This is an optimization exercise on Yosys and OpenROAD, whose aim is small area and a short achievable clock period, not a production implementation. Only simulation tests tie the RTL to the original design; equivalence was not proved. Power figures rest on the tool's default switching activity, not on a simulated workload.

==> flow/design.v <==
package ahb_pkg;
    localparam logic [1:0] HTRANS_IDLE   = 2'b00;
    localparam logic [1:0] HTRANS_BUSY   = 2'b01;
    localparam logic [1:0] HTRANS_NONSEQ = 2'b10;
    localparam logic [1:0] HTRANS_SEQ    = 2'b11;
    localparam logic HRESP_OKAY  = 1'b0;
    localparam logic HRESP_ERROR = 1'b1;
    localparam logic [2:0] HSIZE_BYTE = 3'b000;
    localparam logic [2:0] HSIZE_HALF = 3'b001;
    localparam logic [2:0] HSIZE_WORD = 3'b010;
endpackage
module ahb_slave_ram #(
    parameter int ADDR_W = 6
) (
    input  logic                clk_i,
    input  logic [3:0]          we_i,      
    input  logic [2**(ADDR_W/2)-1:0]        tlo_i,     
    input  logic [2**(ADDR_W-ADDR_W/2)-1:0] thi_i,     
    input  logic [31:0]         wdata_i,
    output logic [31:0]         rdata_o    
);
    localparam int SLOTS = 2**ADDR_W;
    localparam int LO_N  = 2**(ADDR_W/2);
    logic [32*SLOTS-1:0] ring_q;
    logic [32*SLOTS-1:0] ring_d;
    logic [SLOTS-1:0]    tgt;       
    logic [SLOTS-1:0]    sel;       
    logic [31:0]         rdata_d;
    always_comb begin
        for (int p = 0; p < SLOTS; p++) begin
            tgt[p] = tlo_i[p % LO_N] & thi_i[p / LO_N];
        end
        for (int p = 0; p < SLOTS; p++) begin
            sel[p] = tgt[(p + 1) % SLOTS];
        end
    end
    always_comb begin
        for (int p = 0; p < SLOTS; p++) begin
            for (int i = 0; i < 32; i++) begin
                if ((p % 2 == 0) && tgt[p] && we_i[i / 8]) begin
                    ring_d[32*p + i] = wdata_i[i];
                end else begin
                    ring_d[32*p + i] = ring_q[32*((p + SLOTS - 1) % SLOTS) + i];
                end
            end
        end
    end
    always_ff @(posedge clk_i) begin
        ring_q <= ring_d;
    end
    always_comb begin
        rdata_d = 32'd0;
        for (int p = 0; p < SLOTS; p++) begin
            rdata_d = rdata_d | (ring_q[32*p +: 32] & {32{sel[p]}});
        end
    end
    always_ff @(posedge clk_i) begin
        rdata_o <= rdata_d;
    end
endmodule
import ahb_pkg::*;
module ahb_slave_mem #(
    parameter int ADDR_W      = 6,
    parameter int WAIT_STATES = 1
) (
    input  logic        Hclk,
    input  logic        Hresetn,
    input  logic        Hsel,
    input  logic [31:0] Haddr,
    input  logic        Hwrite,
    input  logic [2:0]  Hsize,
    input  logic [1:0]  Htrans,
    input  logic        Hready,
    input  logic [31:0] Hwdata,
    output logic        Hready_out,
    output logic        Hresp,
    output logic [31:0] Hrdata
);
    localparam int LO_W = ADDR_W / 2;
    localparam int HI_W = ADDR_W - LO_W;
    logic              busy_q;
    logic              err_q;
    logic [3:0]        wrw_q;
    logic [3:0]        wrr_q;
    logic [ADDR_W-1:0] slot_q;
    logic [2**LO_W-1:0] tlo_q;
    logic [2**HI_W-1:0] thi_q;
    logic              accept;
    logic              legal;
    logic [3:0]        be;
    logic [ADDR_W-1:0] slot_a;
    assign accept = Hsel & Hready & Htrans[1] & ~busy_q;
    assign legal = ((Haddr >> (ADDR_W + 2)) == 32'd0)
                 && (Hsize <= HSIZE_WORD)
                 && !((Hsize == HSIZE_HALF) && Haddr[0])
                 && !((Hsize == HSIZE_WORD) && (Haddr[1:0] != 2'b00));
    assign be[0] = Hsize[1] | (Hsize[0] & ~Haddr[1]) | (Haddr[1:0] == 2'd0);
    assign be[1] = Hsize[1] | (Hsize[0] & ~Haddr[1]) | (Haddr[1:0] == 2'd1);
    assign be[2] = Hsize[1] | (Hsize[0] &  Haddr[1]) | (Haddr[1:0] == 2'd2);
    assign be[3] = Hsize[1] | (Hsize[0] &  Haddr[1]) | (Haddr[1:0] == 2'd3);
    always_ff @(posedge Hclk or negedge Hresetn) begin
        if (!Hresetn) begin
            busy_q <= 1'b0;
            err_q  <= 1'b0;
            wrw_q  <= 4'd0;
            wrr_q  <= 4'd0;
        end else begin
            busy_q <= accept;
            err_q  <= (accept & ~legal) | (busy_q & err_q);
            wrw_q  <= (accept & legal & Hwrite) ? be : 4'd0;
            wrr_q  <= wrw_q;
        end
    end
    always_ff @(posedge Hclk) begin
        slot_q <= slot_q + 1'b1;
    end
    assign slot_a = Haddr[2 +: ADDR_W] + slot_q;
    always_ff @(posedge Hclk) begin
        if (!busy_q) begin
            tlo_q <= (2**LO_W)'(1) << slot_a[0 +: LO_W];
            thi_q <= (2**HI_W)'(1) << slot_a[LO_W +: HI_W];
        end else begin
            tlo_q <= {tlo_q[2**LO_W-2:0], tlo_q[2**LO_W-1]};
            thi_q <= tlo_q[2**LO_W-1] ? {thi_q[2**HI_W-2:0], thi_q[2**HI_W-1]} : thi_q;
        end
    end
    assign Hready_out = ~busy_q;
    assign Hresp      = err_q;
    ahb_slave_ram #(.ADDR_W(ADDR_W)) u_ram (
        .clk_i   (Hclk),
        .we_i    (wrw_q | wrr_q),
        .tlo_i   (tlo_q),
        .thi_i   (thi_q),
        .wdata_i (Hwdata),
        .rdata_o (Hrdata)
    );
endmodule
==> flow/flow/run.sh <==
#!/bin/bash
# Layout flow: the standard synthesis, then its logic between the registers
# replaced by a hand-mapped netlist (flow/gen_netlist.py; same registers: names and cell types),
# then the standard ORFS flow from floorplan to finish, with plain buffers
# (not delay cells) on the ports.
set -euo pipefail
R=orfs/results/sky130hd/ahb_slave_mem/base

bash standard.sh synth > synth_standard.log 2>&1
python3 flow/gen_netlist.py $R/1_2_yosys.v > mapped.v 2> gen_netlist.log
cp $R/1_2_yosys.v yosys_standard.v
cp mapped.v $R/1_2_yosys.v
touch $R/1_2_yosys.v $R/1_2_yosys.sdc
rm -f $R/1_synth.odb $R/1_synth.sdc
bash standard.sh "BUFFER_PORTS_ARGS=-buffer_cell sky130_fd_sc_hd__buf_2" finish > flow_finish.log 2>&1
==> flow/flow/gen_netlist.py <==
#!/usr/bin/env python3
"""Hand-mapped gate netlist for ahb_slave_mem (rotating-ring storage).

Reads the standard synthesis netlist (argv[1]) only for its flip-flops: every
register keeps its instance name, cell type and output net, and only the
logic between the registers is rebuilt here:
  * odd ring slots take the previous slot's word directly; even slots have a
    write port, an AO22 per bit (write data or previous slot),
  * a NAND2 per slot of the one-hot halves of the tracked slot gives the
    (active-low) slot select, shared by the read tree and the write enables,
  * per data bit an AO222/AO22-NAND4-NOR2-NAND3 tree reads the selected slot,
  * a few gates for accept, legality, lane enables, the turn counter and the
    slot of an accepted address (a 6-bit add with a carry-select high half).
Writes the netlist to stdout.
"""
import re
import sys

P = 'sky130_fd_sc_hd__'
src = open(sys.argv[1]).read()

flops = {}
for cell, inst, pins in re.findall(
        r'(' + P + r'(?:edfxtp|dfxtp|dfrtp|dfstp|dfrbp|dfsbp|dfxbp)_\d)\s+(\S+)\s*\((.*?)\);', src, re.S):
    base = inst.lstrip('\\').split('$')[0]
    q = re.search(r'\.Q\((.*?)\)\s*(?:,|$)', pins.strip(), re.S).group(1).strip()
    if q.startswith('\\'):
        q += ' '
    flops[base] = (cell, inst, q)

PORTNAMES = {'Hclk', 'Hresetn', 'Hsel', 'Haddr', 'Hwrite', 'Hsize', 'Htrans', 'Hready',
             'Hwdata', 'Hready_out', 'Hresp', 'Hrdata'}
out = []
wires = set()
n_gate = [0]


def w(name):
    wires.add(name)
    return name


def g(cell, **pins):
    n_gate[0] += 1
    conn = ', '.join('.%s(%s)' % (k, v) for k, v in pins.items())
    out.append('  %s%s g%d (%s);' % (P, cell, n_gate[0], conn))


def qn(base):
    """The standard netlist's name for the net a register drives."""
    q = flops[base][2]
    if q.split('[')[0] not in PORTNAMES:
        wires.add(q)
    return q


def ff(base, **pins):
    cell, inst, q = flops.pop(base)
    assert pins['Q'] == q, (base, pins['Q'], q)
    if cell.startswith(P + 'edfxtp'):
        assert 'DE' in pins, base
    else:
        assert 'DE' not in pins, base
    conn = ', '.join('.%s(%s)' % (k, v) for k, v in pins.items())
    out.append('  %s %s (%s);' % (cell, inst, conn))


BUSY, ERR = qn('busy_q'), qn('err_q')
RDY = 'Hready_out'

# ---- accept, legality, FSM -------------------------------------------------
g('inv_2', A=BUSY, Y=RDY)
g('and4b_1', A_N=BUSY, B='Hsel', C='Hready', D='Htrans[1]', X=w('acc'))
for k in range(6):
    a = ['Haddr[%d]' % (8 + 4 * k + j) for j in range(4)]
    g('nor4_1', A=a[0], B=a[1], C=a[2], D=a[3], Y=w('hz%d' % k))
g('nand3_1', A='hz0', B='hz1', C='hz2', Y=w('hnz0'))
g('nand3_1', A='hz3', B='hz4', C='hz5', Y=w('hnz1'))
g('or3_1', A='Hsize[0]', B='Haddr[1]', C='Haddr[0]', X=w('so1'))
g('and3b_1', A_N='Hsize[1]', B='Hsize[0]', C='Haddr[0]', X=w('so3'))
g('a21o_1', A1='Hsize[1]', A2='so1', B1='so3', X=w('sbad'))
g('nor4_1', A='hnz0', B='hnz1', C='sbad', D='Hsize[2]', Y=w('legal'))
g('and2_1', A=BUSY, B=ERR, X=w('err_hold'))
g('nand2_1', A='acc', B='legal', Y=w('acc_ok_n'))
g('a21oi_1', A1='acc', A2='acc_ok_n', B1='err_hold', Y=w('err_d_n'))
g('inv_1', A='err_d_n', Y=w('err_d'))
g('and3_1', A='acc', B='legal', C='Hwrite', X=w('wr_acc'))
ff('busy_q', CLK='Hclk', D='acc', RESET_B='Hresetn', Q=BUSY)
ff('err_q', CLK='Hclk', D='err_d', RESET_B='Hresetn', Q=ERR)

# ---- lanes of an accepted legal write --------------------------------------
g('inv_1', A='Haddr[0]', Y=w('ha0_n'))
g('inv_1', A='Haddr[1]', Y=w('ha1_n'))
ACT, ACT_N = [], []
for b in range(4):
    m = 'Haddr[1]' if b >> 1 else 'ha1_n'
    n = 'Haddr[0]' if b & 1 else 'ha0_n'
    g('or2_1', A='Hsize[0]', B=n, X=w('bt%d' % b))
    g('a21o_1', A1=m, A2='bt%d' % b, B1='Hsize[1]', X=w('be%d' % b))
    g('and2_1', A='wr_acc', B='be%d' % b, X=w('wrw_d%d' % b))
    wrw = qn('wrw_q[%d]' % b)
    ff('wrw_q[%d]' % b, CLK='Hclk', D='wrw_d%d' % b, RESET_B='Hresetn', Q=wrw)
    wrr = qn('wrr_q[%d]' % b)
    ff('wrr_q[%d]' % b, CLK='Hclk', D=wrw, RESET_B='Hresetn', Q=wrr)
    g('or2_4', A=wrw, B=wrr, X=w('act%d' % b))
    g('nor2_4', A=wrw, B=wrr, Y=w('act_n%d' % b))
    ACT.append('act%d' % b)
    ACT_N.append('act_n%d' % b)

# ---- turn counter ------------------------------------------------------------
S = [qn('slot_q[%d]' % k) for k in range(6)]
g('inv_1', A=S[0], Y=w('cnt_d0'))
carry = S[0]
for k in range(1, 6):
    g('xor2_1', A=S[k], B=carry, X=w('cnt_d%d' % k))
    if k < 5:
        g('and2_1', A=S[k], B=carry, X=w('cnt_c%d' % k))
        carry = 'cnt_c%d' % k
for k in range(6):
    ff('slot_q[%d]' % k, CLK='Hclk', D='cnt_d%d' % k, Q=S[k])


# ---- slot of the accepted address: Haddr[7:2] + slot_q ----------------------
def add3(x, y, tag, cout):
    """3-bit sum x + y (mod 8); returns the sum bits, and the carry out if asked."""
    g('xor2_1', A=x[0], B=y[0], X=w('%s_s0' % tag))
    g('and2_1', A=x[0], B=y[0], X=w('%s_c0' % tag))
    g('xor2_1', A=x[1], B=y[1], X=w('%s_p1' % tag))
    g('xor2_1', A='%s_p1' % tag, B='%s_c0' % tag, X=w('%s_s1' % tag))
    g('maj3_1', A=x[1], B=y[1], C='%s_c0' % tag, X=w('%s_c1' % tag))
    g('xor2_1', A=x[2], B=y[2], X=w('%s_p2' % tag))
    g('xor2_1', A='%s_p2' % tag, B='%s_c1' % tag, X=w('%s_s2' % tag))
    if cout:
        g('maj3_1', A=x[2], B=y[2], C='%s_c1' % tag, X=w('%s_co' % tag))
    return ['%s_s%d' % (tag, t) for t in range(3)]


def onehot3(bits, tag):
    for t in range(3):
        g('inv_1', A=bits[t], Y=w('%s_n%d' % (tag, t)))
    res = []
    for j in range(8):
        lit = ['%s_n%d' % (tag, t) if (j >> t) & 1 else bits[t] for t in range(3)]
        g('nor3_1', A=lit[0], B=lit[1], C=lit[2], Y=w('%s_d%d' % (tag, j)))
        res.append('%s_d%d' % (tag, j))
    return res


lo_sum = add3(['Haddr[2]', 'Haddr[3]', 'Haddr[4]'], S[0:3], 'alo', True)
hi_sum = add3(['Haddr[5]', 'Haddr[6]', 'Haddr[7]'], S[3:6], 'ahi', False)
LO_D = onehot3(lo_sum, 'lo')
HI0 = onehot3(hi_sum, 'hi')

TLO = [qn('tlo_q[%d]' % j) for j in range(8)]
THI = [qn('thi_q[%d]' % j) for j in range(8)]
for j in range(8):
    # high half of the slot: one more when the low half carried
    g('mux2_1', A0=HI0[j], A1=HI0[(j - 1) % 8], S='alo_co', X=w('hi_a%d' % j))
    # tracked slot: the accepted address's slot, or one on in the wait cycle
    g('mux2_1', A0=LO_D[j], A1=TLO[(j - 1) % 8], S=BUSY, X=w('tlo_d%d' % j))
    g('mux2_1', A0='hi_a%d' % j, A1=THI[(j - 1) % 8], S=BUSY, X=w('thi_d%d' % j))
g('nand2b_1', A_N=TLO[7], B=BUSY, Y=w('thi_en'))
for j in range(8):
    ff('tlo_q[%d]' % j, CLK='Hclk', D='tlo_d%d' % j, Q=TLO[j])
    ff('thi_q[%d]' % j, CLK='Hclk', D='thi_d%d' % j, DE='thi_en', Q=THI[j])

# ---- slot selects, write ports, ring ----------------------------------------
# t_n[q]: slot q is entered at the next edge; the word to read sits in q-1.
for q in range(64):
    g('nand2_1', A=TLO[q % 8], B=THI[q // 8], Y=w('t_n%d' % q))
    g('inv_4', A='t_n%d' % q, Y=w('t%d' % q))
SEL = ['t%d' % ((p + 1) % 64) for p in range(64)]

R = {(p, i): qn('u_ram.ring_q[%d]' % (32 * p + i)) for p in range(64) for i in range(32)}
for p in range(64):
    prev = (p - 1) % 64
    if p % 2 == 0:
        for b in range(4):
            g('nor2_1', A='t_n%d' % p, B=ACT_N[b], Y=w('we%d_%d' % (p, b)))
            g('nand2_1', A='t%d' % p, B=ACT[b], Y=w('we_n%d_%d' % (p, b)))
        for i in range(32):
            b = i // 8
            g('a22o_1', A1='we%d_%d' % (p, b), A2='Hwdata[%d]' % i, B1='we_n%d_%d' % (p, b),
              B2=R[prev, i], X=w('rd_%d_%d' % (p, i)))
            ff('u_ram.ring_q[%d]' % (32 * p + i), CLK='Hclk', D='rd_%d_%d' % (p, i), Q=R[p, i])
    else:
        for i in range(32):
            ff('u_ram.ring_q[%d]' % (32 * p + i), CLK='Hclk', D=R[prev, i], Q=R[p, i])

# ---- read tree -------------------------------------------------------------
for i in range(32):
    gs = []
    for t in range(20):
        w0, w1, w2 = 3 * t, 3 * t + 1, 3 * t + 2
        y = w('g%d_%d' % (i, t))
        g('a222oi_1', A1=SEL[w0], A2=R[w0, i], B1=SEL[w1], B2=R[w1, i],
          C1=SEL[w2], C2=R[w2, i], Y=y)
        gs.append(y)
    for t, (w0, w1) in enumerate(((60, 61), (62, 63))):
        y = w('g%d_%d' % (i, 20 + t))
        g('a22oi_1', A1=SEL[w0], A2=R[w0, i], B1=SEL[w1], B2=R[w1, i], Y=y)
        gs.append(y)
    ps = []
    for t in range(4):
        y = w('p%d_%d' % (i, t))
        g('nand4_1', A=gs[4 * t], B=gs[4 * t + 1], C=gs[4 * t + 2], D=gs[4 * t + 3], Y=y)
        ps.append(y)
    for t in range(2):
        y = w('p%d_%d' % (i, 4 + t))
        g('nand3_1', A=gs[16 + 3 * t], B=gs[17 + 3 * t], C=gs[18 + 3 * t], Y=y)
        ps.append(y)
    for t in range(3):
        g('nor2_1', A=ps[2 * t], B=ps[2 * t + 1], Y=w('q%d_%d' % (i, t)))
    g('nand3_1', A='q%d_0' % i, B='q%d_1' % i, C='q%d_2' % i, Y=w('rdd%d' % i))
    ff('u_ram.rdata_o[%d]' % i, CLK='Hclk', D='rdd%d' % i, Q=qn('u_ram.rdata_o[%d]' % i))

if flops:
    sys.exit('flip-flops of the standard synthesis left unmapped: %s' % sorted(flops)[:10])

PORTS = [('input', 'Hclk', 0), ('input', 'Hresetn', 0), ('input', 'Hsel', 0),
         ('input', 'Haddr', 32), ('input', 'Hwrite', 0), ('input', 'Hsize', 3),
         ('input', 'Htrans', 2), ('input', 'Hready', 0), ('input', 'Hwdata', 32),
         ('output', 'Hready_out', 0), ('output', 'Hresp', 0), ('output', 'Hrdata', 32)]
print('module ahb_slave_mem(%s);' % ', '.join(p[1] for p in PORTS))
for d, n, width in PORTS:
    print('  %s %s%s;' % (d, '[%d:0] ' % (width - 1) if width else '', n))
for x in sorted(wires):
    print('  wire %s;' % x)
print('\n'.join(out))
print('endmodule')
==> flow/standard.sh <==
#!/bin/bash
# synth_recipe.tcl (not shown) runs the flow's synth.tcl, then flattens the netlist and writes it again
# the make line also repeats each setting of config.mk as NAME=value (left out here)
make -C /OpenROAD-flow-scripts/flow DESIGN_CONFIG=/design/flow/config.mk WORK_HOME=/design/flow/orfs CLKGATE_MAP_FILE= SYNTH_SCRIPT=/design/flow/synth_recipe.tcl "${@:-finish}"
==> flow/config.mk <==
export PLATFORM = sky130hd
export DESIGN_NAME = ahb_slave_mem
export DESIGN_NICKNAME = ahb_slave_mem
export VERILOG_FILES = /design/flow/design.v
export SDC_FILE = /design/flow/constraint.sdc
export NUM_CORES = 4
export LEC_CHECK = 0
export CAP_MARGIN = 20
export CORE_MARGIN = 2
export CORE_UTILIZATION = 45
export CTS_BUF_LIST = sky130_fd_sc_hd__clkbuf_8 sky130_fd_sc_hd__clkbuf_16
export CTS_CLUSTER_DIAMETER = 100
export CTS_CLUSTER_SIZE = 30
export SETUP_SLACK_MARGIN = 3.5
export SLEW_MARGIN = 20
==> flow/constraint.sdc <==
create_clock -name core_clock -period 6.0 [get_ports {Hclk}]
set_input_delay 1.2000 -clock core_clock [delete_from_list [all_inputs] [get_ports {Hclk}]]
set_output_delay 1.2000 -clock core_clock [all_outputs]
set_load 0.01 [all_outputs]
==> results of run 1 <==
## per-layer routing
metal,up-vias,part of all wire,track usage
met4,0,0.022,0.06528
met5,-,0,0
met1,22350,0.46,0.3877
met2,2190,0.43,0.3739
li1,19730,-,-
met3,209,0.092,0.04340
## state kept, by name, summed over array words and instances, names as in the netlist
name,count
slot_q,6
u_ram.rdata_o,32
thi_q,8
tlo_q,8
err_q,1
busy_q,1
u_ram.ring_q,2048
wrw_q,4
wrr_q,4
## metrics by stage
stage          cell area (um2)  setup slack (ps)
6_report                 67920              3434
3_5_place_dp             65180              2894
3_3_place_gp             65180              2907
4_1_cts                  67690              3401
5_1_grt                  67920              3390
2_1_floorplan            62390              3130
## how the worst max path moves through the flow
stage	start	end	slack [ps]	cells after the start
3_3_place_gp	Haddr[5]	thi_q[4]	2910	7
6_report	thi_q[3]	u_ram.rdata_o[20]	3430	7
3_5_place_dp	Haddr[5]	thi_q[2]	2890	7
2_1_floorplan	Haddr[2]	thi_q[0]	3130	5
4_1_cts	busy_q	Hready_out	3400	2
5_1_grt	busy_q	Hready_out	3390	2
## worst reg2reg max path, stage by stage, from the launching register on
cell and delay [ps]:
edfxtp_1 380, buf_4 190, nand2_2 240, inv_6 200
a222oi_1 430, nand4_1 330, nor2_4 330, nand3_1 270
## layout by cell type, fill, tap and decap left out, types with 6 or more instances in the layout
cell / n
nor2_4: 12
clkbuf_16: 85
nor3_1: 16
inv_6: 10
buf_6: 7
nand2_4: 8
nor4_1: 7
and2_1: 10
dfrtp_1: 9
buf_4: 24
a222oi_1: 640
a22oi_1: 64
nand3_1: 92
nor2_2: 8
xor2_1: 15
nand3_2: 6
inv_1: 15
a22o_1: 1024
nand4_1: 128
dfxtp_1: 2084
mux2_1: 22
buf_2: 103
nand2_1: 161
nor2_1: 208
inv_4: 52
dfxtp_2: 7
edfxtp_1: 8
nand2_2: 23
## timing repair
item	CTS	global route
hold buffers	0	0
gates resized for setup	62	54
gates cloned	0	1
endpoints found under the setup margin	110	19
buffers inserted	20	6
pin swaps	4	28
## area by class of cell
cell class	instances	area, um2
Timing Repair inverter	1	8.758
Fill cell	12030	69570
Clock inverter	9	57.56
Inverter	75	489.2
Timing Repair Buffer	134	774.5
Clock buffer	85	2127
Antenna cell	2	5.005
Tap cell	1794	2245
Multi-Input combinational cell	2470	19780
Sequential cell	2112	42430
## power by group through the flow
stage	combinational [uW]	sequential [uW]	clock (uW)
2_1_floorplan	92.3	14400	0
3_3_place_gp	355	14400	0
3_5_place_dp	358	14400	0
4_1_cts	395	14000	6890
5_1_grt	429	14100	7370
6_report	413	14000	6760
==> metrics.csv, run 1 <==
stage;metric;value;unit
outcome;outcome;no timing/DRC/antenna violations;
cells_and_area;final_net_count;4948;
sta;holdWs;332.2;ps
sta;skew;26.61;ps
logic_synthesis;avgSynthCellArea;13.39;um2
clocking;cts_tree;done;
worst_setup_path;path_buf_inv;2;
logic_synthesis;synth_cells;4657;
clocking;numCtsBuffers;80;
detailed_routing;wire_per_inst;28.24;um
worst_setup_path;cp_max_fo;36;
clocking;clockBufferDepth;3;
global_route;grt_antenna_before_repair;5;
sta;finalSetupViolCount;0;
die;die_h;376.3;um
detailed_routing;first_pass_iters;13;
sta;max-slew-margin-rel;0.2429;
detailed_routing;first_iter_violations;7861;
sta;hold_viol;0;
worst_setup_path;r2r_cells;7;
sta;slew_viol_final;0;
clocking;clkTransAtPathRegs;110;ps
global_route;grt_pass1_wl;275300;um
worst_setup_path;critical_path.top_delay_family;simple AND/OR/NAND/NOR gates;
global_route;track_usage;0.2554;
global_route;grt_pass1_vias;41760;
worst_setup_path;path_cells;buf_4 -> nand2_2 -> inv_6 -> a222oi_1 -> nand4_1 -> nor2_4 -> nand3_1;
logic_synthesis;synth_area;62370;um2
die;core_area;137500;um2
worst_setup_path;cp_data_required_time;6530;ps
detailed_routing;num_vias;44480;
clocking;cts_root_buf;clkbuf_16;
global_route;grt_max_degree;37;
pwr;p_seq_frac;0.662;
pwr;leakage;0.02514;uW
worst_setup_path;start_kind;register;
pwr;power.density;312.4;nW/um2
die;die-area;141600;um2
clocking;cts.sink_count;2112;
job;drv_cap;0;
clocking;cts_max_level;3;
pwr;intPower;16660;uW
sta;period_share;0.4276;
clocking;insertion_delay;720;ps
die;start_util;0.4537;
cells_and_area;stdcell_count;6682;
sta;fin_crit;2566;ps
pwr;p_sw;4551;uW
die;fp-row-count;136;
pwr;total_power;21220;uW
hold_path;hold_path_class;in -> async;
placed_design;place.port_buffers;106;
worst_setup_path;ff2ff_setup_slack;3430;ps
pwr;pwr-share-comb;0.019;
worst_setup_path;crit_slowest_cell;a222oi_1;
sta;final.setup.tns;0;ps
pwr;peakVddDrop;189.3;uV
detailed_routing;postRouteAntennaNets;0;
detailed_routing;via_per_inst;6.657;
pwr;pwr-share-clk;0.318;
logic_synthesis;syn_nets;4731;
global_route;grt_overflow;0;
die;dieWidth;376.3;um
sta;grt_setup_unrepaired;yes;
sta;worst_pin_slew;1133;ps
placed_design;dp_hpwl;123100;um
worst_setup_path;crit_type;reg -> reg;
cells_and_area;syn2layout_area_growth;8.891;%
detailed_routing;drt-total-wl;188700;um
sta;fmax;0.3897;GHz
worst_setup_path;r2r-start;thi_q[3];
placed_design;dp_cells;6559;
logic_synthesis;yosys_warnings;2;
cells_and_area;drive_gt1_frac;0.07511;
worst_setup_path;slowest_delay;400;ps
pwr;swShare;0.2145;
worst_setup_path;worstPathArrival;3100;ps
placed_design;gp_congestion;0.8566;
die;io_pins;108;
worst_setup_path;worstReg2RegEnd;u_ram.rdata_o[20];
worst_setup_path;cp-end-kind;register;
detailed_routing;post-route-drc-count;0;
cells_and_area;utilization;0.4940;
==> run 2: changes to the inputs <==
--- a/flow/config.mk
+++ b/flow/config.mk
@@ -7,7 +7,7 @@
 export LEC_CHECK = 0
 export CAP_MARGIN = 20
 export CORE_MARGIN = 2
-export CORE_UTILIZATION = 45
+export CORE_UTILIZATION = 75
 export CTS_BUF_LIST = sky130_fd_sc_hd__clkbuf_8 sky130_fd_sc_hd__clkbuf_16
 export CTS_CLUSTER_DIAMETER = 100
 export CTS_CLUSTER_SIZE = 30
==> run 2 against run 1 <==
Still clean on timing, DRC and antenna; clock power is 3% lower; sequential share of layout area is 1.0 points higher; routed wire length is 2.1% lower; first-iteration DRC count is 35% higher; largest power group unchanged; setup slack better by 6.1 ps; largest cell class unchanged; cell count is 11% lower; sequential power hardly changed; utilization is 32 points higher; maximum frequency is 0.24% higher.
==> metrics.csv, run 2 <==
stage;metric;value;unit;change
cells_and_area;largest_reg_flops;2048;;unchanged
logic_synthesis;avgSynthCellArea;13.39;um2;unchanged
worst_setup_path;start_kind;register;;
pwr;peakVddDrop;272.5;uV;+44%
detailed_routing;post-route-drc-count;0;;unchanged
outcome;outcome;no timing/DRC/antenna violations;;
placed_design;dp_slack;2914;ps;+19.95 ps
clocking;insertion_delay;680;ps;-40 ps
sta;slew_viol_final;0;;unchanged
worst_setup_path;worstPathArrival;3100;ps;about the same
worst_setup_path;cp-end-kind;register;;
cells_and_area;syn2layout_area_growth;7.069;%;
die;die_h;292.4;um;-22%
cells_and_area;layout_common_cells;dfxtp_1, a22o_1, a222oi_1;;
sta;hold_viol;0;;unchanged
global_route;track_usage;0.4147;;+0.1593
logic_synthesis;yosys_warnings;2;;unchanged
global_route;grt_antenna_before_repair;5;;unchanged
detailed_routing;via_per_inst;7.912;;+19%
detailed_routing;drt-total-wl;184800;um;-2.1%
clocking;numCtsBuffers;80;;unchanged
detailed_routing;wire_per_inst;31.10;um;+10%
sta;final.setup.tns;0;ps;unchanged
cells_and_area;drive_gt1_frac;0.06898;;-0.006133
clocking;cts.sink_count;2112;;unchanged
pwr;total_power;21030;uW;-0.87%
placed_design;place.port_buffers;106;;unchanged
global_route;grtUsageMet2;0.5945;;+0.2206
clocking;hold_buffers;0;;unchanged
clocking;cts_tree;done;;
pwr;leakage;0.02505;uW;-0.35%
global_route;grt_overflow;0;;unchanged
clocking;cts_max_level;3;;unchanged
clocking;clkTransAtPathRegs;110;ps;about the same
clocking;cts_root_buf;clkbuf_16;;
die;io_pins;108;;unchanged
detailed_routing;postRouteAntennaNets;0;;unchanged
job;drv_cap;0;;unchanged
placed_design;gp_congestion;0.9052;;+5.7%
global_route;use_met3;0.1085;;+0.06511
die;dieWidth;292.4;um;-22%
global_route;grt_max_degree;37;;unchanged
die;start_util;0.7584;;+0.3048
worst_setup_path;cp_data_required_time;6540;ps;about the same
sta;worst_pin_slew;1117;ps;-16.08 ps
sta;holdWs;338.2;ps;+5.935 ps
global_route;grt_pass1_vias;43620;;+4.5%
die;core_area;82240;um2;-40%
clocking;clockBufferDepth;3;;unchanged
cells_and_area;reg.largest.list;u_ram.ring_q x2048, u_ram.rdata_o x32;;
detailed_routing;first_pass_iters;13;;unchanged
sta;period_share;0.4266;;-0.001022
logic_synthesis;synth_area;62370;um2;unchanged
die;fp-row-count;105;;-23%
detailed_routing;num_vias;47020;;+5.7%
global_route;grt_use_met1;0.6078;;+0.2201
detailed_routing;first_iter_violations;10580;;+35%
global_route;grt_pass1_wl;271800;um;-1.3%
cells_and_area;stdcell_count;5943;;-11%
placed_design;dp_cells;5834;;-11%
sta;fin_ws;3440;ps;+6.130 ps
sta;max-slew-margin-rel;0.2536;;+0.01075
global_route;top_usage_layer;met1;;
pwr;power.density;314.9;nW/um2;+0.82%
sta;grt_setup_unrepaired;yes;;
sta;fin_crit;2560;ps;-6.130 ps
cells_and_area;final_net_count;4936;;-0.24%
cells_and_area;final_common_cell;dfxtp_1;;
sta;fmax;0.3907;GHz;+0.24%
sta;finalSetupViolCount;0;;unchanged
logic_synthesis;synth_cells;4657;;unchanged
die;die-area;85490;um2;-40%
hold_path;hold_path_class;reg -> reg;;
worst_setup_path;crit_type;reg -> reg;;
placed_design;dp_hpwl;117600;um;-4.5%
cells_and_area;largest-register;u_ram.ring_q;;
logic_synthesis;syn_nets;4731;;unchanged
worst_setup_path;cp_max_fo;36;;unchanged
sta;skew;27.25;ps;+0.6454 ps
[run 2: what timing repair did]
| action | CTS | global route |
|---|---|---|
| buffers inserted | 11 | 4 |
| endpoints found under the setup margin | 36 | 206 |
| gates resized for setup | 30 | 38 |
| cloned | 0 | 0 |
| pin swaps | 3 | 14 |
[run 2: worst max-delay path: stages (launching register included)]
cell	delay (ps)
edfxtp_1	380
buf_4	200
nand2_2	210
inv_4	210
a222oi_1	570
nand4_1	330
nor2_1	380
nand3_1	150
[run 2: worst paths after layout]
check | start | to | slack [ps] | cells after the start
setup / recovery | thi_q[3] | u_ram.rdata_o[12] | 3440 | 7
setup reg to reg | thi_q[3] | u_ram.rdata_o[12] | 3440 | 7
hold / removal | u_ram.ring_q[1427] | u_ram.ring_q[1459] | 340 | 0
max in group asynchronous | Hresetn | busy_q | 5380 | 1
hold reg to reg | u_ram.ring_q[1427] | u_ram.ring_q[1459] | 340 | 0
min in group asynchronous | Hresetn | wrr_q[3] | 370 | 1
[run 2: area by class of cell]
type,count,area (um2)
clock buffer,84,2102
sequential,2112,42420
fill,4865,15460
tap,1070,1339
antenna,2,5.005
timing repair buffer,123,696.9
multi-input combinational,2470,19710
clock inverter,7,60.06
inverter,75,451.7
[run 2: where the power goes]
| group | total, uW | internal (uW) | switching [uW] | leakage [uW] |
|---|---|---|---|---|
| Clock | 6580 | 2550 | 4030 | 0.00108 |
| Sequential | 14100 | 14000 | 21.8 | 0.0171 |
| Combinational | 402 | 53.5 | 349 | 0.00688 |
[run 2: layer usage]
metal,wire length [um],up-vias
met2,77260,4046
li1,-,19700
met1,73240,22820
met5,41,-
met4,6850,6
met3,27430,448
[run 2: per-stage QoR]
step | instance area, um2 | utilization
final | 66780 | 0.8120
after global routing | 66780 | 0.8120
after CTS | 66600 | 0.8098
after detailed placement | 64260 | 0.7814
after global placement | 64260 | 0.7814
after floorplan | 62390 | -
==> run 3: changes to the inputs <==
--- a/flow/config.mk
+++ b/flow/config.mk
@@ -7,9 +7,9 @@
 export LEC_CHECK = 0
 export CAP_MARGIN = 20
 export CORE_MARGIN = 2
-export CORE_UTILIZATION = 75
+export CORE_UTILIZATION = 65
 export CTS_BUF_LIST = sky130_fd_sc_hd__clkbuf_8 sky130_fd_sc_hd__clkbuf_16
 export CTS_CLUSTER_DIAMETER = 100
 export CTS_CLUSTER_SIZE = 30
-export SETUP_SLACK_MARGIN = 3.5
+export SETUP_SLACK_MARGIN = 3.45
 export SLEW_MARGIN = 20
==> run 3 against run 2 <==
Still clean; largest power group unchanged; synthesized area did not move; setup slack got worse by 99 ps; die area rose by 15%.
==> metrics.csv, run 3 <==
stage;metric;value;unit;change
die;dieWidth;313.8;um;+7.3%
clocking;cts_max_level;3;;unchanged
detailed_routing;wire_per_inst;29.27;um;-5.9%
detailed_routing;post-route-drc-count;0;;unchanged
hold_path;hold_path_class;reg -> reg;;
cells_and_area;final_common_cell;dfxtp_1;;
clocking;clkTransAtPathRegs;110;ps;about the same
sta;fin_crit;2658;ps;+98.71 ps
worst_setup_path;cp_max_fo;36;;unchanged
job;drv_cap;0;;unchanged
die;fp-row-count;113;;+7.6%
clocking;cts_root_buf;clkbuf_16;;
sta;worst_pin_slew;1108;ps;-9.053 ps
worst_setup_path;worstPathArrival;3160;ps;+60 ps
die;die-area;98450;um2;+15%
cells_and_area;reg.largest.list;u_ram.ring_q x2048, u_ram.rdata_o x32;;
pwr;power.density;313.3;nW/um2;-0.51%
clocking;hold_buffers;0;;unchanged
sta;hold_viol;0;;unchanged
global_route;top_usage_layer;met1;;
sta;finalSetupViolCount;0;;unchanged
cells_and_area;largest-register;u_ram.ring_q;;
clocking;insertion_delay;690;ps;about the same
sta;skew;21.53;ps;-5.724 ps
worst_setup_path;crit_type;reg -> reg;;
cells_and_area;drive_gt1_frac;0.06336;;-0.005618
sta;period_share;0.4431;;+0.01645
sta;holdWs;337.6;ps;-0.6010 ps
detailed_routing;first_iter_violations;9291;;-12%
placed_design;dp_cells;6028;;+3.3%
placed_design;dp_hpwl;118600;um;+0.78%
sta;slew_viol_final;0;;unchanged
sta;final.setup.tns;0;ps;unchanged
cells_and_area;n_fill_cell;6930;;+42%
detailed_routing;num_vias;45270;;-3.7%
global_route;grt_pass1_wl;267800;um;-1.5%
cells_and_area;final_net_count;4929;;-0.14%
worst_setup_path;cp-end-kind;register;;
logic_synthesis;synth_cells;4657;;unchanged
global_route;grt_use_met1;0.5424;;-0.06544
global_route;grtUsageMet2;0.5101;;-0.08435
logic_synthesis;yosys_warnings;2;;unchanged
cells_and_area;stdcell_count;6128;;+3.1%
global_route;grt_overflow;0;;unchanged
cells_and_area;fin_area;66760;um2;about the same
cells_and_area;seq_area;42420;um2;about the same
pwr;leakage;0.02485;uW;-0.81%
clocking;cts.sink_count;2112;;unchanged
placed_design;placed_area;64500;um2;+0.37%
die;die_h;313.8;um;+7.3%
pwr;peakVddDrop;258.7;uV;-5.1%
placed_design;place.port_buffers;106;;unchanged
sta;fmax;0.3762;GHz;-3.7%
detailed_routing;postRouteAntennaNets;0;;unchanged
clocking;numCtsBuffers;80;;unchanged
outcome;outcome;no timing/DRC/antenna violations;;
clocking;cts_tree;done;;
clocking;clockBufferDepth;3;;unchanged
detailed_routing;via_per_inst;7.388;;-6.6%
die;start_util;0.6565;;-0.1019
global_route;grt_pass1_vias;42080;;-3.5%
cells_and_area;largest_reg_flops;2048;;unchanged
logic_synthesis;synth_area;62370;um2;unchanged
logic_synthesis;avgSynthCellArea;13.39;um2;unchanged
detailed_routing;first_pass_iters;13;;unchanged
global_route;use_met3;0.06063;;-0.04788
global_route;grt_max_degree;37;;unchanged
logic_synthesis;syn_nets;4731;;unchanged
sta;grt_setup_unrepaired;yes;;
placed_design;gp_congestion;0.8692;;-4.0%
worst_setup_path;cp_data_required_time;6500;ps;-40 ps
worst_setup_path;start_kind;register;;
cells_and_area;multi_input_area;19620;um2;-0.42%
die;io_pins;108;;unchanged
global_route;grt_antenna_before_repair;6;;+1
sta;max-slew-margin-rel;0.2597;;+0.006050
global_route;track_usage;0.3523;;-0.06237
detailed_routing;drt-total-wl;179300;um;-3.0%
cells_and_area;syn2layout_area_growth;7.025;%;about the same
die;core_area;95010;um2;+16%
cells_and_area;layout_common_cells;dfxtp_1, a22o_1, a222oi_1;;
run 3: what timing repair did:
item,CTS,global route
pin swaps,1,2
endpoints found under the setup margin,34,178
resized for setup,25,13
setup buffers,4,6
run 3: cell type report:
type                    count  area share
multi-input cells        2470      0.2940
well taps                1265     0.02371
clock inverters             7   0.0006373
clock buffers              81     0.03036
inverters                  75    0.006616
repair buffers            116    0.009165
flip-flops and latches   2112      0.6355
diodes                      2  0.00007497
run 3: where the power goes:
group | leakage, uW | switching [uW] | internal (uW)
Clock | 0.00104 | 4030 | 2460
Combinational | 0.00672 | 327 | 47.7
Sequential | 0.0171 | 23.5 | 14000
Total | 0.0248 | 4380 | 16500
run 3: per-stage QoR:
step,utilization,total power (uW),setup WS [ps]
2_1_floorplan,-,14460,3130
4_1_cts,0.7017,20960,3384
6_report,0.7026,20920,3342
5_1_grt,0.7026,21460,3409
3_3_place_gp,0.6789,14710,2769
3_5_place_dp,0.6789,14720,2707
run 3: worst max-delay path: stages (launching register included):
cell and delay, ps:
edfxtp_1 390, buf_4 190, nand2_2 190, inv_4 240, a222oi_1 490, nand4_1 340, nor2_1 340, nand3_1 270
run 3: final timing paths:
path / start / endpoint / slack, ps / cells after the start
max: thi_q[5] / u_ram.rdata_o[25] / 3340 / 7
min: u_ram.ring_q[1356] / u_ram.ring_q[1388] / 340 / 0
max reg2reg: thi_q[5] / u_ram.rdata_o[25] / 3340 / 7
min reg2reg: u_ram.ring_q[1356] / u_ram.ring_q[1388] / 340 / 0
max in group asynchronous: Hresetn / busy_q / 5390 / 1
min in group asynchronous: Hresetn / wrr_q[3] / 360 / 1
run 3: metal layers:
metal | routed length, um | vias to the layer above | part of all wire
met2 | 76460 | 2746 | 0.43
li1 | - | 19680 | -
met5 | 8 | - | 0.000045
met4 | 4834 | 2 | 0.027
met3 | 18440 | 283 | 0.10
met1 | 79600 | 22560 | 0.44
==> run 4: changes to the inputs <==
--- a/flow/design.v
+++ b/flow/design.v
@@ -79,6 +79,7 @@
     localparam int LO_W = ADDR_W / 2;
     localparam int HI_W = ADDR_W - LO_W;
     logic              busy_q;
+    logic              busyo_q;     
     logic              err_q;
     logic [3:0]        wrw_q;
     logic [3:0]        wrr_q;
@@ -98,6 +99,13 @@
     assign be[1] = Hsize[1] | (Hsize[0] & ~Haddr[1]) | (Haddr[1:0] == 2'd1);
     assign be[2] = Hsize[1] | (Hsize[0] &  Haddr[1]) | (Haddr[1:0] == 2'd2);
     assign be[3] = Hsize[1] | (Hsize[0] &  Haddr[1]) | (Haddr[1:0] == 2'd3);
+    always_ff @(posedge Hclk or negedge Hresetn) begin
+        if (!Hresetn) begin
+            busyo_q <= 1'b0;
+        end else begin
+            busyo_q <= Hsel & Hready & Htrans[1] & ~busyo_q;
+        end
+    end
     always_ff @(posedge Hclk or negedge Hresetn) begin
         if (!Hresetn) begin
             busy_q <= 1'b0;
@@ -124,7 +132,7 @@
             thi_q <= tlo_q[2**LO_W-1] ? {thi_q[2**HI_W-2:0], thi_q[2**HI_W-1]} : thi_q;
         end
     end
-    assign Hready_out = ~busy_q;
+    assign Hready_out = ~busyo_q;
     assign Hresp      = err_q;
     ahb_slave_ram #(.ADDR_W(ADDR_W)) u_ram (
         .clk_i   (Hclk),
--- a/flow/flow/gen_netlist.py
+++ b/flow/flow/gen_netlist.py
@@ -8,7 +8,7 @@
     write port, an AO22 per bit (write data or previous slot),
   * a NAND2 per slot of the one-hot halves of the tracked slot gives the
     (active-low) slot select, shared by the read tree and the write enables,
-  * per data bit an AO222/AO22-NAND4-NOR2-NAND3 tree reads the selected slot,
+  * per data bit an AOI22-NAND4-NOR2-NAND4 tree reads the selected slot,
   * a few gates for accept, legality, lane enables, the turn counter and the
     slot of an accepted address (a 6-bit add with a carry-select high half).
 Writes the netlist to stdout.
@@ -69,7 +69,11 @@
 RDY = 'Hready_out'
 
 # ---- accept, legality, FSM -------------------------------------------------
-g('inv_2', A=BUSY, Y=RDY)
+# busyo_q is a copy of busy_q that only drives Hready_out (and its own next state)
+BUSYO = qn('busyo_q')
+g('inv_2', A=BUSYO, Y=RDY)
+g('and4b_1', A_N=BUSYO, B='Hsel', C='Hready', D='Htrans[1]', X=w('acco'))
+ff('busyo_q', CLK='Hclk', D='acco', RESET_B='Hresetn', Q=BUSYO)
 g('and4b_1', A_N=BUSY, B='Hsel', C='Hready', D='Htrans[1]', X=w('acc'))
 for k in range(6):
     a = ['Haddr[%d]' % (8 + 4 * k + j) for j in range(4)]
@@ -175,9 +179,11 @@
 for p in range(64):
     prev = (p - 1) % 64
     if p % 2 == 0:
+        # the write side has its own inverter, off the heavily loaded read select
+        g('inv_1', A='t_n%d' % p, Y=w('tw%d' % p))
         for b in range(4):
             g('nor2_1', A='t_n%d' % p, B=ACT_N[b], Y=w('we%d_%d' % (p, b)))
-            g('nand2_1', A='t%d' % p, B=ACT[b], Y=w('we_n%d_%d' % (p, b)))
+            g('nand2_1', A='tw%d' % p, B=ACT[b], Y=w('we_n%d_%d' % (p, b)))
         for i in range(32):
             b = i // 8
             g('a22o_1', A1='we%d_%d' % (p, b), A2='Hwdata[%d]' % i, B1='we_n%d_%d' % (p, b),
@@ -190,28 +196,19 @@
 # ---- read tree -------------------------------------------------------------
 for i in range(32):
     gs = []
-    for t in range(20):
-        w0, w1, w2 = 3 * t, 3 * t + 1, 3 * t + 2
+    for t in range(32):
+        w0, w1 = 2 * t, 2 * t + 1
         y = w('g%d_%d' % (i, t))
-        g('a222oi_1', A1=SEL[w0], A2=R[w0, i], B1=SEL[w1], B2=R[w1, i],
-          C1=SEL[w2], C2=R[w2, i], Y=y)
-        gs.append(y)
-    for t, (w0, w1) in enumerate(((60, 61), (62, 63))):
-        y = w('g%d_%d' % (i, 20 + t))
         g('a22oi_1', A1=SEL[w0], A2=R[w0, i], B1=SEL[w1], B2=R[w1, i], Y=y)
         gs.append(y)
     ps = []
-    for t in range(4):
+    for t in range(8):
         y = w('p%d_%d' % (i, t))
         g('nand4_1', A=gs[4 * t], B=gs[4 * t + 1], C=gs[4 * t + 2], D=gs[4 * t + 3], Y=y)
         ps.append(y)
-    for t in range(2):
-        y = w('p%d_%d' % (i, 4 + t))
-        g('nand3_1', A=gs[16 + 3 * t], B=gs[17 + 3 * t], C=gs[18 + 3 * t], Y=y)
-        ps.append(y)
-    for t in range(3):
+    for t in range(4):
         g('nor2_1', A=ps[2 * t], B=ps[2 * t + 1], Y=w('q%d_%d' % (i, t)))
-    g('nand3_1', A='q%d_0' % i, B='q%d_1' % i, C='q%d_2' % i, Y=w('rdd%d' % i))
+    g('nand4_1', A='q%d_0' % i, B='q%d_1' % i, C='q%d_2' % i, D='q%d_3' % i, Y=w('rdd%d' % i))
     ff('u_ram.rdata_o[%d]' % i, CLK='Hclk', D='rdd%d' % i, Q=qn('u_ram.rdata_o[%d]' % i))
 
 if flops:
--- a/flow/config.mk
+++ b/flow/config.mk
@@ -7,9 +7,9 @@
 export LEC_CHECK = 0
 export CAP_MARGIN = 20
 export CORE_MARGIN = 2
-export CORE_UTILIZATION = 65
+export CORE_UTILIZATION = 55
 export CTS_BUF_LIST = sky130_fd_sc_hd__clkbuf_8 sky130_fd_sc_hd__clkbuf_16
 export CTS_CLUSTER_DIAMETER = 100
 export CTS_CLUSTER_SIZE = 30
-export SETUP_SLACK_MARGIN = 3.45
+export SETUP_SLACK_MARGIN = 3.5
 export SLEW_MARGIN = 20
==> run 4 against run 3 <==
Still clean on timing, DRC and antenna; global-route usage down 1.2 points; sequential power about the same; sequential share of layout area down 2.1 points; hold slack better by 1.1 ps; combinational power up 16%; die area up 21%; non-clock buffer count up 8; maximum frequency up 4.0%; via count up 2.4%; largest cell class unchanged.
==> metrics.csv, run 4 <==
stage;metric;value;unit;change
worst_setup_path;cp_max_fo;32;;-11%
worst_setup_path;r2r-start;thi_q[1];;
logic_synthesis;synth_area;63970;um2;+2.6%
worst_setup_path;cp_data_required_time;6460;ps;-40 ps
pwr;power.density;306.0;nW/um2;-2.3%
detailed_routing;num_vias;46370;;+2.4%
clocking;insertion_delay;710;ps;+20 ps
worst_setup_path;crit_type;reg -> reg;;
clocking;hold_buffers;0;;unchanged
sta;hold_viol;0;;unchanged
pwr;leakage;0.02574;uW;+3.6%
die;dieWidth;345.0;um;+10%
logic_synthesis;yosys_warnings;2;;unchanged
global_route;grt_overflow;0;;unchanged
clocking;numCtsBuffers;80;;unchanged
cells_and_area;reg.largest.list;u_ram.ring_q x2048, u_ram.rdata_o x32;;
sta;final.setup.tns;0;ps;unchanged
pwr;peakVddDrop;254.0;uV;-1.9%
clocking;cts_max_level;3;;unchanged
global_route;grt_max_degree;33;;-11%
cells_and_area;syn2layout_area_growth;7.906;%;
detailed_routing;first_pass_iters;6;;-7
die;start_util;0.5527;;-0.1038
global_route;track_usage;0.3406;;-0.01171
detailed_routing;postRouteAntennaNets;0;;unchanged
sta;grt_setup_unrepaired;yes;;
clocking;clockBufferDepth;3;;unchanged
global_route;grt_pass1_vias;42960;;+2.1%
logic_synthesis;synth_cells;5107;;+9.7%
sta;fmax;0.3911;GHz;+4.0%
clocking;cts_root_buf;clkbuf_16;;
clocking;clkTransAtPathRegs;120;ps;about the same
worst_setup_path;worstReg2RegEnd;u_ram.rdata_o[8];;
cells_and_area;antennaDiodeCount;0;;-2
sta;worst_pin_slew;1151;ps;+42.71 ps
die;io_pins;108;;unchanged
worst_setup_path;ff2ff_setup_slack;3440;ps;+100 ps
detailed_routing;post-route-drc-count;0;;unchanged
cells_and_area;final_net_count;5387;;+9.3%
cells_and_area;layout_common_cells;dfxtp_1, a22o_1, a22oi_1;;
placed_design;place.port_buffers;106;;unchanged
die;fp-row-count;125;;+11%
worst_setup_path;worstPathArrival;3010;ps;-150 ps
die;die_h;345.0;um;+10%
detailed_routing;drt-total-wl;210600;um;+17%
die;die-area;119100;um2;+21%
worst_setup_path;cp-end-kind;register;;
sta;max-slew-margin-rel;0.2311;;-0.02854
clocking;cts.sink_count;2113;;+0.047%
cells_and_area;final_common_cell;dfxtp_1;;
detailed_routing;via_per_inst;6.774;;-8.3%
worst_setup_path;startpoint;thi_q[1];;
sta;skew;25.11;ps;+3.581 ps
placed_design;dp_cells;6741;;+12%
cells_and_area;largest-register;u_ram.ring_q;;
worst_setup_path;r2r_cells;7;;unchanged
worst_setup_path;start_kind;register;;
detailed_routing;wire_per_inst;30.76;um;+5.1%
hold_path;hold_path_class;reg -> reg;;
cells_and_area;stdcell_count;6845;;+12%
cells_and_area;n_fill_cell;9607;;+39%
logic_synthesis;syn_nets;5181;;+9.5%
cells_and_area;drive_gt1_frac;0.06803;;+0.004671
worst_setup_path;endpoint;u_ram.rdata_o[8];;
global_route;grt_antenna_before_repair;14;;+8
logic_synthesis;avgSynthCellArea;12.53;um2;-6.5%
sta;slew_viol_final;0;;unchanged
outcome;outcome;no timing/DRC/antenna violations;;
die;core_area;115700;um2;+22%
sta;fin_crit;2557;ps;-101.5 ps
clocking;cts_tree;done;;
detailed_routing;first_iter_violations;5518;;-41%
cells_and_area;largest_reg_flops;2048;;unchanged
placed_design;gp_congestion;0.8904;;+2.4%
global_route;grt_pass1_wl;302300;um;+13%
sta;finalSetupViolCount;0;;unchanged
job;drv_cap;0;;unchanged
sta;period_share;0.4262;;-0.01691
placed_design;dp_hpwl;141000;um;+19%
[run 4: cell type report]
| cell class | instances | area [um2] | area share |
|---|---|---|---|
| timing repair buffer | 124 | 725.7 | 0.01051 |
| inverter | 107 | 576.8 | 0.008356 |
| multi-input combinational | 2887 | 21290 | 0.3085 |
| sequential | 2113 | 42450 | 0.6149 |
| clock inverter | 9 | 50.05 | 0.0007250 |
| clock buffer | 81 | 2027 | 0.02936 |
| tap | 1524 | 1907 | 0.02762 |
[run 4: critical path, cell delays in order, from the launching register on]
cell,delay [ps]
edfxtp_1,380
buf_4,210
nand2_2,290
inv_4,250
a22oi_1,320
nand4_1,230
nor2_4,240
nand4_1,340
[run 4: through the flow]
stage | util | total power [uW] | area [um2] | setup slack, ps | hold slack (ps)
detailed placement | 0.5743 | 14770 | 66460 | 2822 | 335.9
global placement | 0.5741 | 14770 | 66440 | 2833 | 332.4
CTS | 0.5950 | 21170 | 68860 | 3502 | 343.5
finish | 0.5964 | 21120 | 69030 | 3443 | 338.7
global route | 0.5964 | 21680 | 69030 | 3401 | 343.2
floorplan | - | 14470 | 63980 | 3130 | 331.7
[run 4: repair_timing]
| action | CTS | global route |
|---|---|---|
| setup buffers | 11 | 2 |
| gates resized for setup | 78 | 34 |
| pin swaps | 4 | 18 |
| setup endpoints to repair | 37 | 30 |
[run 4: worst min-delay path by stage]
stage	end	from	cells past startpoint	slack, ps
after floorplan	u_ram.ring_q[1000]	u_ram.ring_q[968]	0	330
after global placement	u_ram.ring_q[191]	u_ram.ring_q[159]	0	330
after detailed placement	u_ram.ring_q[1268]	u_ram.ring_q[1236]	0	340
after CTS	u_ram.ring_q[957]	u_ram.ring_q[925]	0	340
after global routing	u_ram.ring_q[928]	u_ram.ring_q[896]	0	340
final	u_ram.ring_q[1840]	u_ram.ring_q[1808]	0	340
[run 4: report_power, final]
group | leakage [uW] | switching [uW] | internal, uW
clock network | 0.00105 | 4160 | 2470
registers | 0.0171 | 22.0 | 14000
logic | 0.00759 | 378 | 54.3
[run 4: layer usage]
layer  up-vias  global-route usage  wire length, um
met5         -                   0               38
met4         6              0.1112             7443
met3       283             0.06382            18380
met2      2239              0.4843            86950
met1     23270              0.5187            97760
li1      20570                   -                -

## afterwards: timing with drivers on the ports
In the flow no input, the clock included, has a driving cell. The finished layouts below were timed again as built, in two steps.
Step 1 (the two cells are an assumption about what drives the block):
set clk [get_ports {Hclk}]
set_driving_cell -lib_cell sky130_fd_sc_hd__clkbuf_16 $clk
set_driving_cell -lib_cell sky130_fd_sc_hd__buf_2 [delete_from_list [all_inputs] $clk]
Step 2, shift: input delay + t, output delay - t, t = (earliest + latest rising clock arrival at the registers) / 2. This alone moves slack from input paths to output paths.
Three values: ideal ports, drivers, drivers and shift; two values: the first two.
run | t, ns | setup WS [ns] | clock arrival spread, ns | worst slew at a driven data input, ns
run 1 | 0.793 | 3.434 / 3.363 / 2.857 | 0.034 / 0.034 | 0.10
run 2 | 0.742 | 3.440 / 3.405 / 2.897 | 0.031 / 0.031 | 0.09
run 3 | 0.762 | 3.342 / 3.342 / 2.812 | 0.027 / 0.027 | 0.11
run 4 | 0.778 | 3.443 / 3.443 / 2.785 | 0.027 / 0.027 | 0.09
After both steps setup and hold are still met in every run listed. The setup slack of run 4, which loses most, moves by 0.000 ns with the drivers and by -0.658 ns with both steps.
